This design comes from an exercise in tuning for small area and a short achievable clock period on the open sky130 flow, not from production work. Where RTL was checked, it was by simulation tests only, not by an equivalence proof against the original. Power figures rest on the tool's default switching activity, not on a simulated workload.

==> flow/design.v <==
module spi_mem_target #(
  parameter int ADDR_W    = 8,
  parameter int MEM_DEPTH = 256
) (
  input  logic clk,
  input  logic rst,
  input  logic spi_sck,
  input  logic spi_cs_n,
  input  logic spi_mosi,
  output logic spi_miso,
  output logic spi_miso_oe,
  output logic busy,
  output logic cmd_err
);
  typedef enum logic [2:0] {
    IDLE, CMD, ADDR, READ, WRITE, STATUS, IGNORE
  } state_t;
  function automatic int plane_k(input int b);
    case (b)
      7, 6:    plane_k = 3;
      5, 4:    plane_k = 4;
      default: plane_k = 5;
    endcase
  endfunction
  state_t      state;
  logic [1:0]  sck_sync, cs_sync, mosi_sync;
  logic        sck_prev, cs_prev;
  logic        sck_s, cs_s, mosi_s;
  logic        sck_rise, sck_fall, cs_rise, cs_fall;
  logic [2:0]  bit_cnt;
  logic [6:0]  rx_sr;
  logic [7:0]  rx_byte;
  logic        miso_bit;
  logic        byte_done;
  logic [7:0]  addr;
  logic [7:0]  addr_inc;
  logic        is_read;
  logic        mem_we;
  logic        wel;
  logic        wrote;
  logic [4:0]  ph;
  logic [2:0]  lsel;
  logic        bc7;
  logic        wact;
  logic        wpos;
  logic [2:0]  eq_a;
  logic        eq_i;
  logic [2:0]  rm;
  logic [4:0]  rsel7;
  logic [1:0]  tj3;
  logic        tj4;
  logic [7:0]  we;
  logic        rm7;
  logic [7:0]  txb;
  logic        tx_bit;
  logic        c_win;
  logic        cmh;
  logic        cand0, cand1;
  logic        c_win_d;
  logic        cwin_n;
  assign sck_s     = sck_sync[1];
  assign cs_s      = cs_sync[1];
  assign mosi_s    = mosi_sync[1];
  assign sck_rise  = sck_s & ~sck_prev;
  assign sck_fall  = ~sck_s & sck_prev;
  assign cs_rise   = cs_s & ~cs_prev;
  assign cs_fall   = ~cs_s & cs_prev;
  assign rx_byte   = {rx_sr, mosi_s};
  assign byte_done = sck_rise && bc7;
  assign mem_we    = (state == WRITE) && byte_done && !cs_rise;
  assign spi_miso  = miso_bit;
  assign addr_inc  = addr + 8'd1;
  assign cwin_n    = (state == ADDR) && bc7;
  assign eq_a[0] = (ph[2:0] == addr[2:0]);
  assign eq_a[1] = eq_a[0] && (ph[3] == addr[3]);
  assign eq_a[2] = eq_a[1] && (ph[4] == addr[4]);
  assign eq_i    = (ph[2:0] == addr_inc[2:0]);
  always_ff @(posedge clk or posedge rst) begin
    if (rst) begin
      cs_sync <= 2'b00;
      cs_prev <= 1'b0;
    end else begin
      cs_sync <= {cs_sync[0], spi_cs_n};
      cs_prev <= cs_s;
    end
  end
  always_ff @(posedge clk) begin
    sck_sync  <= {sck_sync[0], spi_sck};
    mosi_sync <= {mosi_sync[0], spi_mosi};
    sck_prev  <= sck_s;
  end
  always_ff @(posedge clk) begin
    if (sck_rise) begin
      rx_sr   <= rx_byte[6:0];
      bit_cnt <= bit_cnt + 3'd1;
      bc7     <= (bit_cnt == 3'd6);
    end
    if (!cs_rise && state == IDLE && cs_fall) begin
      bit_cnt <= 3'd0;
      bc7     <= 1'b0;
      wrote   <= 1'b0;
    end
    if (!cs_rise && state == CMD && byte_done) begin
      is_read <= rx_byte[0];
    end
    if (!cs_rise && state == WRITE && byte_done) begin
      wrote <= 1'b1;
    end
  end
  always_ff @(posedge clk) begin
    ph <= ph + 5'd1;
    if (mem_we) begin
      wact <= 1'b1;
    end else if (wpos) begin
      wact <= 1'b0;
    end
    wpos <= wact && eq_a[2];
  end
  always_ff @(posedge clk) begin
    if (!cs_rise && state == ADDR && byte_done) begin
      addr <= rx_byte;
    end else if ((!cs_rise && state == READ && byte_done) || wpos) begin
      addr <= addr_inc;
    end
  end
  for (genvar l = 0; l < 8; l++) begin : g_we
    assign we[l] = wpos && (lsel == l);
  end
  always_ff @(posedge clk) begin
    c_win   <= cwin_n;
    c_win_d <= c_win;
    cmh     <= (ph[2:1] == rx_sr[1:0]);
  end
  always_ff @(posedge clk) begin
    rm    <= eq_a;
    lsel  <= addr[7:5];
    tj3   <= ~(addr[4:3] - ph[4:3]);
    tj4   <= ~(addr[4] ^ ph[4]);
    rsel7 <= cwin_n ? {rx_sr[6:4], ~(rx_sr[3:2] - ph[4:3])}
                    : {addr_inc[7:5], ~(addr_inc[4:3] - ph[4:3])};
    rm7   <= eq_i && (bit_cnt != 3'd0);
  end
  for (genvar b = 0; b < 8; b++) begin : g_plane
    localparam int K  = plane_k(b);
    localparam int L  = 1 << K;
    localparam int NT = 32 >> K;
    logic [8*NT-1:0] taps;
    logic            tap;
    for (genvar l = 0; l < 8; l++) begin : g_loop
      logic [31:0] sr;
      always_ff @(posedge clk) begin
        sr <= {sr[30:0], we[l] ? txb[b] : sr[31]};
      end
      for (genvar j = 0; j < NT; j++) begin : g_tap
        assign taps[l*NT + j] = sr[L*j + L - 1];
      end
    end
    if (b == 7) begin : g_cap7
      assign tap = taps[rsel7];
      always_ff @(posedge clk) begin
        if (c_win && cmh && ph[0]) cand0 <= tap;
        if (c_win && cmh && !ph[0]) cand1 <= tap;
        if (mem_we) begin
          txb[7] <= rx_byte[7];
        end else if (c_win_d && !c_win) begin
          txb[7] <= addr[0] ? cand1 : cand0;
        end else if (!wact && !c_win && rm7) begin
          txb[7] <= tap;
        end
      end
    end else begin : g_capn
      if (K == 3) begin : g_t3
        assign tap = taps[{lsel, tj3}];
      end else if (K == 4) begin : g_t4
        assign tap = taps[{lsel, tj4}];
      end else begin : g_t5
        assign tap = taps[lsel];
      end
      always_ff @(posedge clk) begin
        if (mem_we) begin
          txb[b] <= rx_byte[b];
        end else if (!wact && rm[K-3]) begin
          txb[b] <= tap;
        end
      end
    end
  end
  always_comb begin
    tx_bit = 1'b0;
    if (state == READ) begin
      tx_bit = txb[~bit_cnt];
    end else if (state == STATUS) begin
      tx_bit = wel && (bit_cnt == 3'd6);
    end
  end
  state_t state_n;
  logic   wel_n, miso_n, err_n;
  always_comb begin
    state_n = state;
    wel_n   = wel;
    miso_n  = sck_fall ? tx_bit : miso_bit;
    err_n   = 1'b0;
    if (cs_rise) begin
      if (state == WRITE && wrote) begin
        wel_n = 1'b0;
      end
      state_n = IDLE;
      miso_n  = 1'b0;
    end else begin
      case (state)
        IDLE: begin
          if (cs_fall) begin
            state_n = CMD;
            miso_n  = 1'b0;
          end
        end
        CMD: begin
          if (byte_done) begin
            case (rx_byte)
              8'h03: state_n = ADDR;
              8'h02: state_n = wel ? ADDR : IGNORE;
              8'h05: state_n = STATUS;
              8'h06: begin
                wel_n   = 1'b1;
                state_n = IGNORE;
              end
              8'h04: begin
                wel_n   = 1'b0;
                state_n = IGNORE;
              end
              default: begin
                state_n = IGNORE;
                err_n   = 1'b1;
              end
            endcase
          end
        end
        ADDR: begin
          if (byte_done) begin
            state_n = is_read ? READ : WRITE;
          end
        end
        READ, WRITE, STATUS, IGNORE: begin
        end
        default: begin
          state_n = IDLE;
        end
      endcase
    end
  end
  always_ff @(posedge clk or posedge rst) begin
    if (rst) begin
      state       <= IDLE;
      miso_bit    <= 1'b0;
      spi_miso_oe <= 1'b0;
      busy        <= 1'b0;
      cmd_err     <= 1'b0;
      wel         <= 1'b0;
    end else begin
      state       <= state_n;
      miso_bit    <= miso_n;
      spi_miso_oe <= (state_n == READ) || (state_n == STATUS);
      busy        <= (state_n != IDLE);
      cmd_err     <= err_n;
      wel         <= wel_n;
    end
  end
endmodule
export LEC_CHECK = 0
export CAP_MARGIN = 20
export CORE_MARGIN = 2
export CORE_UTILIZATION = 70
export CTS_CLUSTER_DIAMETER = 120
export CTS_CLUSTER_SIZE = 30
export SETUP_SLACK_MARGIN = 3.0
export SLEW_MARGIN = 20
create_clock -name core_clock -period 5.0 [get_ports {clk}]
standard.sh (not shown) runs the stock make flow with config.mk's settings and CLKGATE_MAP_FILE= SYNTH_SCRIPT=/design/flow/synth_recipe.tcl, a recipe that flattens the netlist after the stock synthesis.
==> flow/flow/run.sh <==
#!/bin/bash
# The standard layout, with one change after placement: the flip-flops that
# drive the output ports are moved next to the ports' buffers (and the
# placement re-legalized and improved) before clock tree synthesis.
set -euo pipefail
bash standard.sh place > place.log 2>&1
PULL_RESULTS="$PWD/orfs/results/sky130hd/spi_mem_target/base" \
  openroad -no_init -exit flow/pull_outputs.tcl > pull_outputs.log 2>&1
bash standard.sh finish > finish.log 2>&1
==> flow/flow/pull_outputs.tcl <==
# Move the flip-flop that drives each output port next to the port's
# buffer, then legalize: the output paths are the design's critical ones
# and otherwise carry a long wire on the flip-flop's Q.
set results $::env(PULL_RESULTS)
read_db $results/3_place.odb
set block [ord::get_db_block]
set held {}
foreach port {spi_miso spi_miso_oe busy cmd_err} {
  set net [[$block findBTerm $port] getNet]
  set buf ""
  foreach it [$net getITerms] {
    if {[$it isOutputSignal]} { set buf [$it getInst] }
  }
  set innet ""
  foreach it [$buf getITerms] {
    if {[$it isInputSignal] && [$it getNet] ne "NULL"} { set innet [$it getNet] }
  }
  set ff ""
  foreach it [$innet getITerms] {
    if {[$it isOutputSignal]} { set ff [$it getInst] }
  }
  lassign [$buf getLocation] x y
  lassign [$ff getLocation] fx fy
  puts "port $port: buffer [$buf getName] at $x $y, driver [$ff getName] moved from $fx $fy"
  $ff setLocation $x $y
  $ff setPlacementStatus PLACED
  lappend held $ff $buf
}
detailed_placement
foreach inst $held { $inst setPlacementStatus FIRM }
improve_placement
optimize_mirroring
foreach inst $held { $inst setPlacementStatus PLACED }
check_placement -verbose
foreach port {spi_miso spi_miso_oe busy cmd_err} {
  set net [[$block findBTerm $port] getNet]
  foreach it [$net getITerms] {
    if {[$it isOutputSignal]} { set buf [$it getInst] }
  }
  puts "port $port buffer at [$buf getLocation]"
}
write_db $results/3_place.odb
Then changed:
--- a/flow/config.mk
+++ b/flow/config.mk
@@ -7,0 +8 @@
+export ABC_AREA = 1
@@ -11,3 +12,3 @@
-export CTS_CLUSTER_DIAMETER = 120
-export CTS_CLUSTER_SIZE = 30
-export SETUP_SLACK_MARGIN = 3.0
+export CTS_CLUSTER_DIAMETER = 100
+export CTS_CLUSTER_SIZE = 34
+export SETUP_SLACK_MARGIN = 2.8
=>
- die area is about the same
- via count increases by 7.0%
- worst setup slack is better by 0.011 ns
- final area fell by 0.96%
- wire length went up by 6.7%
- synthesized cell count increases by 11%

* * *

Setup of JK:
Starts from the design.v that is shown in full above.
export LEC_CHECK = 0
export CAP_MARGIN = 20
export CORE_MARGIN = 2
export CORE_UTILIZATION = 70
export CTS_CLUSTER_DIAMETER = 120
export CTS_CLUSTER_SIZE = 30
export SETUP_SLACK_MARGIN = 2.8
export SLEW_MARGIN = 20
create_clock -name core_clock -period 5.0 [get_ports {clk}]
==> flow/flow/run.sh <==
#!/bin/bash
# The standard layout, with one change after placement: the flip-flops that
# drive the output ports are moved next to the ports' buffers (and the
# placement re-legalized and improved) before clock tree synthesis.
set -euo pipefail
bash standard.sh place > place.log 2>&1
PULL_RESULTS="$PWD/orfs/results/sky130hd/spi_mem_target/base" \
  openroad -no_init -exit flow/pull_outputs.tcl > pull_outputs.log 2>&1
export CTS_ARGS="-sink_clustering_enable -repair_clock_nets -sink_clustering_size 30 -sink_clustering_max_diameter 120 -apply_ndr full"
bash standard.sh finish > finish.log 2>&1
Scripts as last shown in full above: flow/flow/pull_outputs.tcl
JK reached the end of the flow, and the finished layout is clean on the timing, design-rule and antenna checks.
### JK -> MS
Settings: CORE_UTILIZATION now 73, was 70.
diff --git a/flow/flow/run.sh b/flow/flow/run.sh
--- a/flow/flow/run.sh
+++ b/flow/flow/run.sh
@@ -8,3 +8,2 @@
   openroad -no_init -exit flow/pull_outputs.tcl > pull_outputs.log 2>&1
-export CTS_ARGS="-sink_clustering_enable -repair_clock_nets -sink_clustering_size 30 -sink_clustering_max_diameter 120 -apply_ndr full"
 bash standard.sh finish > finish.log 2>&1
--- outcome ---
Compared with JK, in MS max-slew headroom at the worst pin shrank by 14 points; final critical-path required period grew by 0.025 ns. MS vs JK: area enclosed by the die boundary down in MS. | clock-pin transition on the worst setup and hold timing paths | MS vs JK | ≈ equal |. Of MS and JK, it is MS that has the higher share of cells above drive strength 1. Comparing JK and MS, the lower maximum cell stage delay along the critical path was measured on JK. Non-clock buffer count grows by more than 10% when moving from JK to MS. On number of nets in the layout, JK and MS are neck and neck.

* * *

Starts from the design.v that is shown in full above.
Settings: LEC_CHECK=0, CAP_MARGIN=20, CORE_MARGIN=2, CORE_UTILIZATION=70, CTS_CLUSTER_DIAMETER=120, CTS_CLUSTER_SIZE=30, SETUP_SLACK_MARGIN=2.8, SLEW_MARGIN=20; clock period 5.0 ns.
==> flow/flow/run.sh <==
#!/bin/bash
# The standard layout, with one change after placement: the flip-flops that
# drive the output ports are moved next to the ports' buffers (and the
# placement re-legalized and improved) before clock tree synthesis.
set -euo pipefail
bash standard.sh place > place.log 2>&1
PULL_RESULTS="$PWD/orfs/results/sky130hd/spi_mem_target/base" \
  openroad -no_init -exit flow/pull_outputs.tcl > pull_outputs.log 2>&1
bash standard.sh finish > finish.log 2>&1
Scripts as last shown in full above: flow/flow/pull_outputs.tcl
Next try:
Settings changed: ABC_AREA set to 1.
The new run finished clean. Hold slack is about the same. Area after synthesis is about the same. Setup slack gains 0.0093 ns. Via count climbs by 7.9%. Sequential cell count is unchanged. Core utilization drops by 0.35 points. Die area stays flat. Fmax rose by 0.43%.

* * *

Another version of the RTL of spi_mem_target (not shown whole).
For scale: about 2100 flip-flops, roughly 9 I/O pins, about 0.047 mm² of cells after synthesis.
// spi_mem_target
module spi_mem_target #(
  parameter int ADDR_W    = 8,
  parameter int MEM_DEPTH = 256
) (
  input  logic clk,
  input  logic rst,
  input  logic spi_sck,
  input  logic spi_cs_n,
  input  logic spi_mosi,
  output logic spi_miso,
  output logic spi_miso_oe,
  output logic busy,
  output logic cmd_err
);
clock: 5.0 ns
lec_check: 0
cap_margin: 20
core_margin: 2
core_utilization: 80
cts_cluster_diameter: 80
cts_cluster_size: 30
setup_slack_margin: 2.9
slew_margin: 20
run.sh (not shown) runs the stock make flow with config.mk's settings and CLKGATE_MAP_FILE= SYNTH_SCRIPT=/design/flow/synth_recipe.tcl, a recipe that flattens the netlist after the stock synthesis.
Stock flow here: none of the scripts above is used.
The first run stopped in 4_1_cts on DPL-0033.
Rerun with:
- CORE_UTILIZATION: 80 -> 72
- CTS_BUF_LIST: unset -> sky130_fd_sc_hd__clkbuf_8 sky130_fd_sc_hd__clkbuf_16
- CTS_CLUSTER_SIZE: 30 -> 20
- SETUP_SLACK_MARGIN: 2.9 -> 2.8
Outcome: The changed run went through all stages and came out clean. Synthesized cell count is unchanged. Area after synthesis is unchanged.
Rerun with:
- CORE_UTILIZATION: 72 -> 70
- CTS_BUF_LIST: sky130_fd_sc_hd__clkbuf_8 sky130_fd_sc_hd__clkbuf_16 -> unset
- CTS_CLUSTER_DIAMETER: 80 -> 100
- CTS_CLUSTER_SIZE: 20 -> 25
Outcome:
- The new run passed the timing, design-rule and antenna checks
- clock-buffer cell count decreases by 9
- fmax goes up slightly
- routed wire length falls by roughly a tenth
- final area decreases slightly
- via count shrinks by a few percent
- non-clock buffer count came out lower by 1
- total power came out lower by a few percent
- setup slack improved by 0.033 ns
Rerun with:
- CORE_UTILIZATION: 70 -> 72
- CTS_BUF_LIST: unset -> sky130_fd_sc_hd__clkbuf_8
- CTS_CLUSTER_DIAMETER: 100 -> 80
- CTS_CLUSTER_SIZE: 25 -> 18
Outcome: Hold slack is worse by 0.016 ns. Die area falls by a few percent. Setup slack is worse by 0.12 ns. Count of clock-buffer cells in the layout rises by 30.

* * *

Setup of red:
Another version of the RTL of spi_mem_target (not shown whole).
Size in the first run: roughly 2500 cells after synthesis, about 2100 flip-flops, roughly 9 I/O pins, about 46000 µm² of cells after synthesis.
Settings: LEC_CHECK=0, CAP_MARGIN=20, CORE_MARGIN=2, CORE_UTILIZATION=70, CTS_CLUSTER_DIAMETER=120, CTS_CLUSTER_SIZE=30, SETUP_SLACK_MARGIN=2.8, SLEW_MARGIN=20; clock period 5.0 ns.
standard.sh (not shown) runs the stock make flow with config.mk's settings and CLKGATE_MAP_FILE= SYNTH_SCRIPT=/design/flow/synth_recipe.tcl, a recipe that flattens the netlist after the stock synthesis.
Scripts as last shown in full above: flow/flow/run.sh, flow/flow/pull_outputs.tcl
The following lists how blue was set up differently from red:
Settings: changing CTS_CLUSTER_DIAMETER from 120 to 50; changing CORE_UTILIZATION from 70 to 75; changing CTS_CLUSTER_SIZE from 30 to 40.
==> flow/run.sh (new file) <==
#!/bin/bash
# synth_recipe.tcl (not shown) runs the flow's synth.tcl, then flattens the netlist and writes it again
# the make line also repeats each setting of config.mk as NAME=value (left out here)
make -C /OpenROAD-flow-scripts/flow DESIGN_CONFIG=/design/flow/config.mk WORK_HOME=/design/flow/orfs CLKGATE_MAP_FILE= SYNTH_SCRIPT=/design/flow/synth_recipe.tcl finish
removed: flow/flow/run.sh
removed: flow/flow/pull_outputs.tcl
removed: flow/standard.sh
## What came out
- Run status, blue: aborted in 4_1_cts, error DPL-0033
- Min half-perimeter wire length after placement across blue and red: red
- red and blue ended up with roughly the same cell area reported after detailed placement.
- Diff red -> blue: count of cells resized by post-cts repair went up 22, number of CTS-inserted buffers went up 29, initial standard-cell utilization of the core went up 5.0 points, last weighted congestion value of the routability-driven placer went down 0.53%.
- Setup fix buffers added after clock tree synthesis delta for blue relative to red: 11 higher
Here is what was changed in the inputs of green compared with blue.
Settings: changing CTS_CLUSTER_SIZE from 40 to 36; changing CTS_CLUSTER_DIAMETER from 50 to 60; changing CORE_UTILIZATION from 75 to 70.
==> comparison <==
The flow did not stop early for green: all stages ran, and the layout cleared the timing, design-rule and antenna checks. Mapped cell area: green vs blue identical. Per the comparison of green with blue, number of placed instances with taps included picked up an extra 74; count of buffers added by post-CTS timing repair for setup fell 15; fraction of the mapped netlist area in compound gates level; number of synthesized register bits now sits at about the same level; placement row count shows an increase of 3.3%. The horizontal extent of the die in green sits about 3.5% above the value recorded for blue. Comparing green and blue, the lower placed wire-length estimate is on green. In green, the total of cells resized after clock tree synthesis came out 24 below the value in blue. green reports a higher global placer's final weighted congestion than blue does. Initial core utilization (lower): green.
No functional check of the RTL was part of any run of this note.

==> what the ideal ports hide <==
In the flow no input, the clock included, has a driving cell. The finished layouts below were timed again as built, in two steps. Step 1 (the two cells are an assumption about what drives the block):
set clk [get_ports {clk}]
set_driving_cell -lib_cell sky130_fd_sc_hd__clkbuf_16 $clk
set_driving_cell -lib_cell sky130_fd_sc_hd__buf_2 [delete_from_list [all_inputs] $clk]
Step 2 also shifts input and output timing later by t, the mid clock arrival at the registers, as if the neighbouring blocks saw the same clock. Slacks: ideal / step 1 / step 2; pairs: ideal / step 1.
| run | shift t [ns] | slack for setup (ns) | hold slack, ns | slew at the worst register clock pin (ns) | pins driven straight from the clock port |
|---|---|---|---|---|---|
| the first run of note 1 | 0.705 | 2.813 / 2.753 / 3.038 | 0.310 / 0.310 / 0.310 | 0.12 / 0.12 | 1 |
| the second run of note 1 | 0.694 | 2.824 / 2.757 / 3.061 | 0.315 / 0.315 / 0.315 | 0.12 / 0.12 | 1 |
| JK | 0.709 | 2.813 / 2.750 / 2.884 | 0.312 / 0.312 / 0.312 | 0.12 / 0.12 | 1 |
| MS | 0.707 | 2.789 / 2.728 / 2.852 | 0.319 / 0.319 / 0.319 | 0.11 / 0.11 | 1 |
| the first run of note 3 | 0.709 | 2.813 / 2.750 / 2.884 | 0.312 / 0.312 / 0.312 | 0.12 / 0.12 | 1 |
| the second run of note 3 | 0.708 | 2.823 / 2.758 / 3.001 | 0.315 / 0.315 / 0.315 | 0.11 / 0.11 | 1 |
| the second run of note 4 | 0.735 | 2.765 / 2.705 / 2.791 | 0.323 / 0.323 / 0.323 | 0.09 / 0.09 | 1 |
| the third run of note 4 | 0.712 | 2.798 / 2.737 / 2.872 | 0.322 / 0.322 / 0.322 | 0.10 / 0.10 | 1 |
| the fourth run of note 4 | 0.827 | 2.681 / 2.626 / 2.784 | 0.306 / 0.306 / 0.306 | 0.11 / 0.11 | 1 |
| red | 0.712 | 2.804 / 2.743 / 2.804 | 0.319 / 0.319 / 0.319 | 0.12 / 0.12 | 1 |
| green | 0.698 | 2.727 / 2.663 / 2.782 | 0.319 / 0.319 / 0.319 | 0.13 / 0.13 | 1 |
After both steps setup and hold are still met in every run listed.
